This design comes from an exercise in tuning for small area, a short achievable clock period and few clock cycles per item on the open sky130 flow, not from production work.
In this exercise RTL edits were held to simulation tests only and were not proved equivalent to the original.

==> build 53: inputs <==
// aes_inv_top
module aes_inv_top (
  input  logic                clk_sys,
  input  logic                rst_n,
  input  logic                req,
  input  logic [127:0]        cipher_text,
  input  logic [127:0]        key_last,
  output logic                ack,
  output logic [127:0]        plain_text
);
export LEC_CHECK = 0
export CAP_MARGIN = 20
export CORE_MARGIN = 2
export CORE_UTILIZATION = 60
export CTS_BUF_LIST = sky130_fd_sc_hd__clkbuf_8
export SETUP_SLACK_MARGIN = 2.5
export SLEW_MARGIN = 20
create_clock -name core_clock -period 8.0 [get_ports {clk_sys}]
standard.sh (not shown) runs the stock make flow with config.mk's settings and CLKGATE_MAP_FILE= SYNTH_SCRIPT=/design/flow/synth_recipe.tcl, a recipe that flattens the netlist after the stock synthesis.
==> flow/flow/run.sh <==
#!/bin/bash
# Own layout flow: the standard layout (standard.sh, unchanged steps and
# settings), except that Yosys's ABC maps the logic with flow/abc.script
# instead of ORFS's abc_speed.script, and the port buffers that global
# placement inserts on every input and output are buf_1 cells, and timing-
# driven global placement weights the 30% most critical nets instead of 10%.
# Registers
# come from dfflibmap before ABC, so they are the standard synthesis's.
set -euo pipefail
W=$(pwd)
sed 's#log_cmd abc {\*}\$abc_args#log_cmd abc {*}[lreplace $abc_args 1 1 '"$W"'/flow/abc.script]#' \
  "$FLOW_HOME/scripts/synth.tcl" > "$W/flow_synth_orfs.tcl"
grep -q "flow/abc.script" "$W/flow_synth_orfs.tcl"
sed "s#\$::env(SCRIPTS_DIR)/synth.tcl#$W/flow_synth_orfs.tcl#" "$W/synth_recipe.tcl" > "$W/flow_synth.tcl"
grep -q "flow_synth_orfs.tcl" "$W/flow_synth.tcl"
bash standard.sh SYNTH_SCRIPT="$W/flow_synth.tcl" \
  "BUFFER_PORTS_ARGS=-buffer_cell sky130_fd_sc_hd__buf_1" \
  "GLOBAL_PLACEMENT_ARGS=-timing_driven_nets_percentage 30" finish > "$W/standard.log" 2>&1
==> flow/flow/abc.script <==
strash
dc2
resub -K 8
dc2
dch -f
map -a
topo
stime -c
buffer -c
upsize -c
dnsize -c
==> inputs of build 43, as changes to build 53 <==
--- a/flow/design.v
+++ b/flow/design.v
@@ -1,13 +1,13 @@
 `timescale 1ns/1ps
 module aes_inv_key_sched (
   input  logic                clk_sys,
   input  logic [127:0]        key_last,
-  input  logic [1:0]          busy,
+  input  logic                first,
   output logic [127:0]        key_prev,
   output logic                last_round
 );
   localparam int WORD_W = 32;
   localparam int BYTE_W = 8;
   logic [7:0]   rcon;
   logic [7:0]   rcon_q;
   logic [127:0] key_q;
@@ -16,54 +16,53 @@
   logic [31:0] w1;
   logic [31:0] w2;
   logic [31:0] w3;
   logic [31:0] p0;
   logic [31:0] p1;
   logic [31:0] p2;
   logic [31:0] p3;
   logic [31:0] rot_w;
+  logic [31:0] sub_w;
   logic [31:0] w0_rc;
   function automatic logic [7:0] gf_div2(logic [7:0] b);
     logic [8:0] tmp;
     tmp = {1'b0, b} ^ (b[0] ? 9'h11b : 9'h000);
     gf_div2 = tmp[8:1];
   endfunction
-  assign rcon = busy[0] ? rcon_q : 8'h36;
+  assign rcon = first ? 8'h36 : rcon_q;
   always_ff @(posedge clk_sys) begin
     rcon_q <= gf_div2(rcon);
   end
   assign last_round = (rcon_q == 8'h01);
-  assign key_cur = {busy[1] ? key_q[127:64] : key_last[127:64],
-                    busy[0] ? key_q[63:0]   : key_last[63:0]};
+  assign key_cur = first ? key_last : key_q;
   assign {w0, w1, w2, w3} = key_cur;
   assign p3 = w3 ^ w2;
   assign p2 = w2 ^ w1;
   assign p1 = w1 ^ w0;
   assign rot_w = {p3[WORD_W-BYTE_W-1:0], p3[WORD_W-1 -: BYTE_W]};
   for (genvar b = 0; b < 4; b++) begin : g_sub
     aes_sbox_fwd u_sbox (
       .a (rot_w[BYTE_W*b +: BYTE_W]),
-      .k (w0_rc[BYTE_W*b +: BYTE_W]),
-      .y (p0[BYTE_W*b +: BYTE_W])
+      .y (sub_w[BYTE_W*b +: BYTE_W])
     );
   end
   assign w0_rc = w0 ^ {rcon, {(WORD_W-BYTE_W){1'b0}}};
+  assign p0 = sub_w ^ w0_rc;
   assign key_prev = {p0, p1, p2, p3};
   always_ff @(posedge clk_sys) begin
     key_q <= key_prev;
   end
 endmodule
 module aes_sbox_fwd (
   input  logic [7:0] a,
-  input  logic [7:0] k,
   output logic [7:0] y
 );
   logic [30:0] tx;
-  logic [43:0] bx;
+  logic [33:0] bx;
   logic T1, T2, T3, T4, T5, T6, T7, T8, T9, T10, T11, T12, T13, T14, T15, T16, T17, T18, T19, T20, T21, T22, T23, T24, T25, T26, T27, U7;
   logic M1, M2, M3, M4, M5, M6, M7, M8, M9, M10, M11, M12, M13, M14, M15, M16, M17, M18, M19, M20, M21, M22, M23, M24, M25, M26, M27, M28, M29, M30, M31, M32, M33, M34, M35, M36, M37, M38, M39, M40, M41, M42, M43, M44, M45, M46, M47, M48, M49, M50, M51, M52, M53, M54, M55, M56, M57, M58, M59, M60, M61, M62, M63;
   assign tx[0] = a[1] ^ a[3];
   assign tx[1] = a[5] ^ a[6];
   assign tx[2] = a[4] ^ a[7];
   assign tx[3] = a[2] ^ a[5];
   assign tx[4] = a[2] ^ a[6];
   assign tx[5] = a[0] ^ tx[1];
@@ -179,74 +178,64 @@
   assign M57 = M39 & T19;
   assign M58 = M43 & T3;
   assign M59 = M38 & T22;
   assign M60 = M37 & T20;
   assign M61 = M42 & T1;
   assign M62 = M45 & T4;
   assign M63 = M41 & T2;
   assign bx[0] = M61 ^ M62;
-  assign bx[1] = M50 ^ M56;
-  assign bx[2] = M46 ^ M49;
-  assign bx[3] = M47 ^ M55;
-  assign bx[4] = M48 ^ M58;
-  assign bx[5] = bx[0] ^ bx[3];
-  assign bx[6] = M46 ^ M52;
+  assign bx[1] = M50 ^ bx[0];
+  assign bx[2] = M55 ^ M56;
+  assign bx[3] = M48 ^ M58;
+  assign bx[4] = M46 ^ M49;
+  assign bx[5] = M47 ^ bx[2];
+  assign bx[6] = M53 ^ bx[1];
   assign bx[7] = M54 ^ M60;
   assign bx[8] = M51 ^ M59;
-  assign bx[9] = bx[4] ^ bx[7];
-  assign bx[10] = bx[1] ^ bx[2];
-  assign bx[11] = M53 ^ bx[0];
-  assign bx[12] = M56 ^ k[6];
-  assign bx[13] = M55 ^ k[7];
-  assign bx[14] = M54 ^ k[1];
+  assign bx[9] = M46 ^ M52;
+  assign bx[10] = bx[3] ^ bx[7];
+  assign bx[11] = bx[1] ^ bx[5];
+  assign bx[12] = M56 ^ M57;
+  assign bx[13] = M49 ^ M52;
+  assign bx[14] = M48 ^ M51;
   assign bx[15] = M61 ^ M63;
-  assign bx[16] = M49 ^ M52;
-  assign bx[17] = M48 ^ M51;
-  assign bx[18] = M57 ^ k[2];
-  assign bx[19] = M50 ^ M58;
-  assign bx[20] = bx[1] ^ bx[17];
-  assign bx[21] = bx[1] ^ bx[16];
-  assign bx[22] = bx[8] ^ bx[14];
-  assign bx[23] = bx[4] ^ bx[8];
-  assign bx[24] = k[0] ^ bx[2];
-  assign bx[25] = k[5] ^ bx[15];
-  assign bx[26] = bx[6] ^ bx[12];
-  assign bx[27] = bx[13] ^ bx[21];
-  assign bx[28] = k[4] ^ bx[10];
-  assign bx[29] = bx[9] ^ bx[18];
-  assign bx[30] = bx[5] ^ bx[20];
-  assign bx[31] = bx[11] ^ bx[19];
-  assign bx[32] = bx[10] ^ bx[11];
-  assign bx[33] = bx[5] ^ bx[26];
-  assign bx[34] = bx[9] ^ bx[25];
-  assign bx[35] = bx[0] ^ bx[23];
-  assign bx[36] = bx[5] ^ bx[28];
-  assign bx[37] = bx[29] ^ bx[32];
-  assign bx[38] = bx[24] ^ bx[35];
-  assign bx[39] = M53 ^ bx[33];
-  assign bx[40] = bx[6] ^ bx[34];
-  assign bx[41] = bx[22] ^ bx[31];
-  assign bx[42] = bx[11] ^ bx[27];
-  assign bx[43] = k[3] ^ bx[30];
-  assign y[0] = ~bx[38];
-  assign y[1] = ~bx[41];
-  assign y[2] = bx[37];
-  assign y[3] = bx[43];
-  assign y[4] = bx[36];
-  assign y[5] = ~bx[40];
-  assign y[6] = ~bx[39];
-  assign y[7] = bx[42];
+  assign bx[16] = M54 ^ M58;
+  assign bx[17] = bx[4] ^ bx[12];
+  assign bx[18] = M53 ^ bx[0];
+  assign bx[19] = bx[3] ^ bx[8];
+  assign bx[20] = bx[2] ^ bx[13];
+  assign bx[21] = bx[0] ^ bx[4];
+  assign bx[22] = bx[8] ^ bx[16];
+  assign bx[23] = bx[9] ^ bx[15];
+  assign bx[24] = bx[9] ^ bx[18];
+  assign bx[25] = bx[10] ^ bx[23];
+  assign bx[26] = bx[10] ^ bx[17];
+  assign bx[27] = bx[19] ^ bx[21];
+  assign bx[28] = bx[6] ^ bx[26];
+  assign bx[29] = bx[6] ^ bx[20];
+  assign bx[30] = bx[4] ^ bx[11];
+  assign bx[31] = bx[5] ^ bx[24];
+  assign bx[32] = bx[6] ^ bx[22];
+  assign bx[33] = bx[11] ^ bx[14];
+  assign y[0] = ~bx[27];
+  assign y[1] = ~bx[32];
+  assign y[2] = bx[28];
+  assign y[3] = bx[33];
+  assign y[4] = bx[30];
+  assign y[5] = ~bx[25];
+  assign y[6] = ~bx[31];
+  assign y[7] = bx[29];
 endmodule
 `timescale 1ns/1ps
 module aes_inv_round (
   input  logic [127:0]        state,
   input  logic [127:0]        cipher_text,
   input  logic [127:0]        key_last,
-  input  logic [1:0]          busy,
+  input  logic                first,
   output logic [127:0]        round_out
 );
   localparam int STATE_W = 128;
   localparam int WORD_W = 32;
   localparam int BYTE_W = 8;
   localparam int NUM_COLS = STATE_W / WORD_W;
   localparam int NUM_ROWS = WORD_W / BYTE_W;
   logic [127:0] mixed;
@@ -256,17 +245,17 @@
       .a (state[STATE_W-1-WORD_W*c -: WORD_W]),
       .y (mixed[STATE_W-1-WORD_W*c -: WORD_W])
     );
   end
   always_comb begin
     for (int c = 0; c < NUM_COLS; c++) begin
       for (int r = 0; r < NUM_ROWS; r++) begin
         shifted[STATE_W-1-BYTE_W*(NUM_ROWS*c+r) -: BYTE_W] =
-          !busy[c/2] ? (cipher_text[STATE_W-1-BYTE_W*(NUM_ROWS*((c-r+NUM_COLS)%NUM_COLS)+r) -: BYTE_W] ^
+          first ? (cipher_text[STATE_W-1-BYTE_W*(NUM_ROWS*((c-r+NUM_COLS)%NUM_COLS)+r) -: BYTE_W] ^
                    key_last[STATE_W-1-BYTE_W*(NUM_ROWS*((c-r+NUM_COLS)%NUM_COLS)+r) -: BYTE_W])
                 : mixed[STATE_W-1-BYTE_W*(NUM_ROWS*((c-r+NUM_COLS)%NUM_COLS)+r) -: BYTE_W];
       end
     end
   end
   for (genvar i = 0; i < NUM_COLS*NUM_ROWS; i++) begin : g_sub
     aes_sbox_inv u_sbox (
       .a (shifted[BYTE_W*i +: BYTE_W]),
@@ -671,30 +660,25 @@
   input  logic                rst_n,
   input  logic                req,
   input  logic [127:0]        round_out,
   input  logic [127:0]        key_prev,
   input  logic                last_round,
   output logic                ack,
   output logic [127:0]        plain_text,
   output logic [127:0]        state,
-  output logic [1:0]          busy_k,
-  output logic [1:0]          busy_d
+  output logic                first,
+  output logic                step
 );
   localparam logic [1:0] ctrl_idle = 2'd0;
   localparam logic [1:0] ctrl_run  = 2'd1;
   localparam logic [1:0] ctrl_done = 2'd2;
   logic [1:0]  ctrl_q;
   logic [1:0]  ctrl_d;
   logic [127:0] data_q;
-  logic        busy_k_q;
-  logic        busy_k_nr_q;
-  logic        idle_d_q;
-  logic        idle_d_nr_q;
-  logic        load_q;
   always_comb begin
     ctrl_d = ctrl_q;
     case (ctrl_q)
       ctrl_idle: begin
         if (req) begin
           ctrl_d = ctrl_run;
         end
       end
@@ -713,35 +697,20 @@
   end
   always_ff @(posedge clk_sys or negedge rst_n) begin
     if (!rst_n) begin
       ctrl_q <= ctrl_idle;
     end else begin
       ctrl_q <= ctrl_d;
     end
   end
-  always_ff @(posedge clk_sys or negedge rst_n) begin
-    if (!rst_n) begin
-      busy_k_q <= 1'b0;
-      idle_d_q <= 1'b1;
-      load_q   <= 1'b1;
-    end else begin
-      busy_k_q <= (ctrl_d != ctrl_idle);
-      idle_d_q <= (ctrl_d == ctrl_idle);
-      load_q   <= (ctrl_d != ctrl_done);
-    end
-  end
-  always_ff @(posedge clk_sys) begin
-    busy_k_nr_q <= (ctrl_d != ctrl_idle);
-    idle_d_nr_q <= (ctrl_d == ctrl_idle);
-  end
-  assign busy_k = {busy_k_q, busy_k_nr_q};
-  assign busy_d = {~idle_d_q, ~idle_d_nr_q};
+  assign first = (ctrl_q == ctrl_idle);
+  assign step  = (ctrl_q == ctrl_run);
   always_ff @(posedge clk_sys) begin
-    if (load_q) begin
+    if (ctrl_q != ctrl_done) begin
       data_q <= round_out ^ key_prev;
     end
   end
   assign state = data_q;
   assign plain_text = data_q;
   assign ack = (ctrl_q == ctrl_done);
 endmodule
 `timescale 1ns/1ps
@@ -749,42 +718,42 @@
   input  logic                clk_sys,
   input  logic                rst_n,
   input  logic                req,
   input  logic [127:0]        cipher_text,
   input  logic [127:0]        key_last,
   output logic                ack,
   output logic [127:0]        plain_text
 );
-  logic [1:0]   busy_k;
-  logic [1:0]   busy_d;
+  logic         first;
+  logic         step;
   logic         last_round;
   logic [127:0] key_prev;
   logic [127:0] state;
   logic [127:0] round_out;
   aes_inv_control u_control (
     .clk_sys     (clk_sys),
     .rst_n       (rst_n),
     .req         (req),
     .round_out   (round_out),
     .key_prev    (key_prev),
     .last_round  (last_round),
     .ack         (ack),
     .plain_text  (plain_text),
     .state       (state),
-    .busy_k      (busy_k),
-    .busy_d      (busy_d)
+    .first       (first),
+    .step        (step)
   );
   aes_inv_round u_round (
     .state       (state),
     .cipher_text (cipher_text),
     .key_last    (key_last),
-    .busy        (busy_d),
+    .first       (first),
     .round_out   (round_out)
   );
   aes_inv_key_sched u_key_sched (
     .clk_sys    (clk_sys),
     .key_last   (key_last),
-    .busy       (busy_k),
+    .first      (first),
     .key_prev   (key_prev),
     .last_round (last_round)
   );
 endmodule
==> flow/flow/abc.script (replaced) <==
strash
dc2
dch -f
map -a
topo
stime -c
buffer -c
upsize -c
dnsize -c
Settings changed: CORE_UTILIZATION 60 to 65, SETUP_SLACK_MARGIN 2.5 to not set.
==> inputs of trial 97, as changes to build 53 <==
Settings changed: CORE_UTILIZATION 60 to 65, SETUP_SLACK_MARGIN 2.5 to 2.0.
==> summary of the runs <==
- Trial 97 finished with max-capacitance violations, max-slew violations left. Build 53 did not get past 5_1_grt (GRT-0232). Build 43 finished with timing, DRC and antenna clean.
- First-iteration DRC count: trial 97 is larger than build 43 (about 54%).
- Against build 43, the synthesized cell count of trial 97 is higher by 0.90%.
- Hold slack: build 43 is lower than trial 97 (15 ps).
- In area after synthesis, build 43 and build 53 hardly differ.
- Clock-buffer cell count is the same in build 43 and trial 97.
- In build 43 the critical path depth is higher than in trial 97, by 4.
==> figures <==
| item | trial 97 | build 53 | build 43 |
|---|---|---|---|
| Adder-cell share of the synthesized area | 0.237% | 0.237% | 0.237% |
| First-iteration detailed-routing DRC count | 5316 | - | 3458 |
| Synth Area in Compound Gates | 5.74% | 5.74% | 5.41% |
| Worst hold slack | 457 ps | - | 442 ps |
| Slew at the pin closest to its max-slew limit | 1770 ps | - | 1230 ps |
| Count of cells along the worst register-to-register path | 29 | - | 33 |
| Total buffers and inverters traversed by the critical path | 3 | - | 5 |
| Count of non-filler cells in the finished layout | 7404 | - | 6945 |
| Worst hold path endpoint | u_key_sched.rcon_q[6] | - | u_key_sched.rcon_q[2] |
| Run status | finished with violations | did not finish | finished clean |
| Stage where the flow stopped | - | 5_1_grt | - |
| Reasons for failing layout checks | max-capacitance violations, max-slew violations | - | - |
| Number of multi-input combinational cells in the layout | 4793 | - | 4765 |
| Number of iterations in the first detailed-routing pass | 8 | - | 6 |
| Number of cells on the worst hold path | 2 | - | 1 |
Testbench counts of build 53, summed over its fixed seeds: cycles 4,216, blocks 384.
Testbench counts of build 43, summed over its fixed seeds: cycles 4,216, blocks 384.
Testbench counts of trial 97, summed over its fixed seeds: cycles 4,216, blocks 384.

## afterwards: timing with drivers on the ports
The results above use ideal ports. As a check the final layouts listed here were re-extracted and re-timed, cells and wires unchanged.
Step 1, drivers: a clkbuf_16 drives clk_sys and a buf_2 each remaining input, both assumed.
Step 2, shift: input delay + t, output delay - t, t = (earliest + latest rising clock arrival at the registers) / 2. This alone moves slack from input paths to output paths.
Three values: no drivers, after step 1, after step 2; two values: the first two.
run | t (ns) | slack for setup (ns) | worst hold slack (ns) | worst setup path after step 2
build 43 | 0.739 | 1.224 / 1.224 / 0.527 | 0.442 / 0.442 / 0.442 | input to register
trial 97 | 0.734 | 1.691 / 1.691 / 1.384 | 0.457 / 0.457 / 0.457 | input to register
For build 43, which loses most, drivers alone change the setup slack by 0.000 ns; drivers and shift together by -0.697 ns.
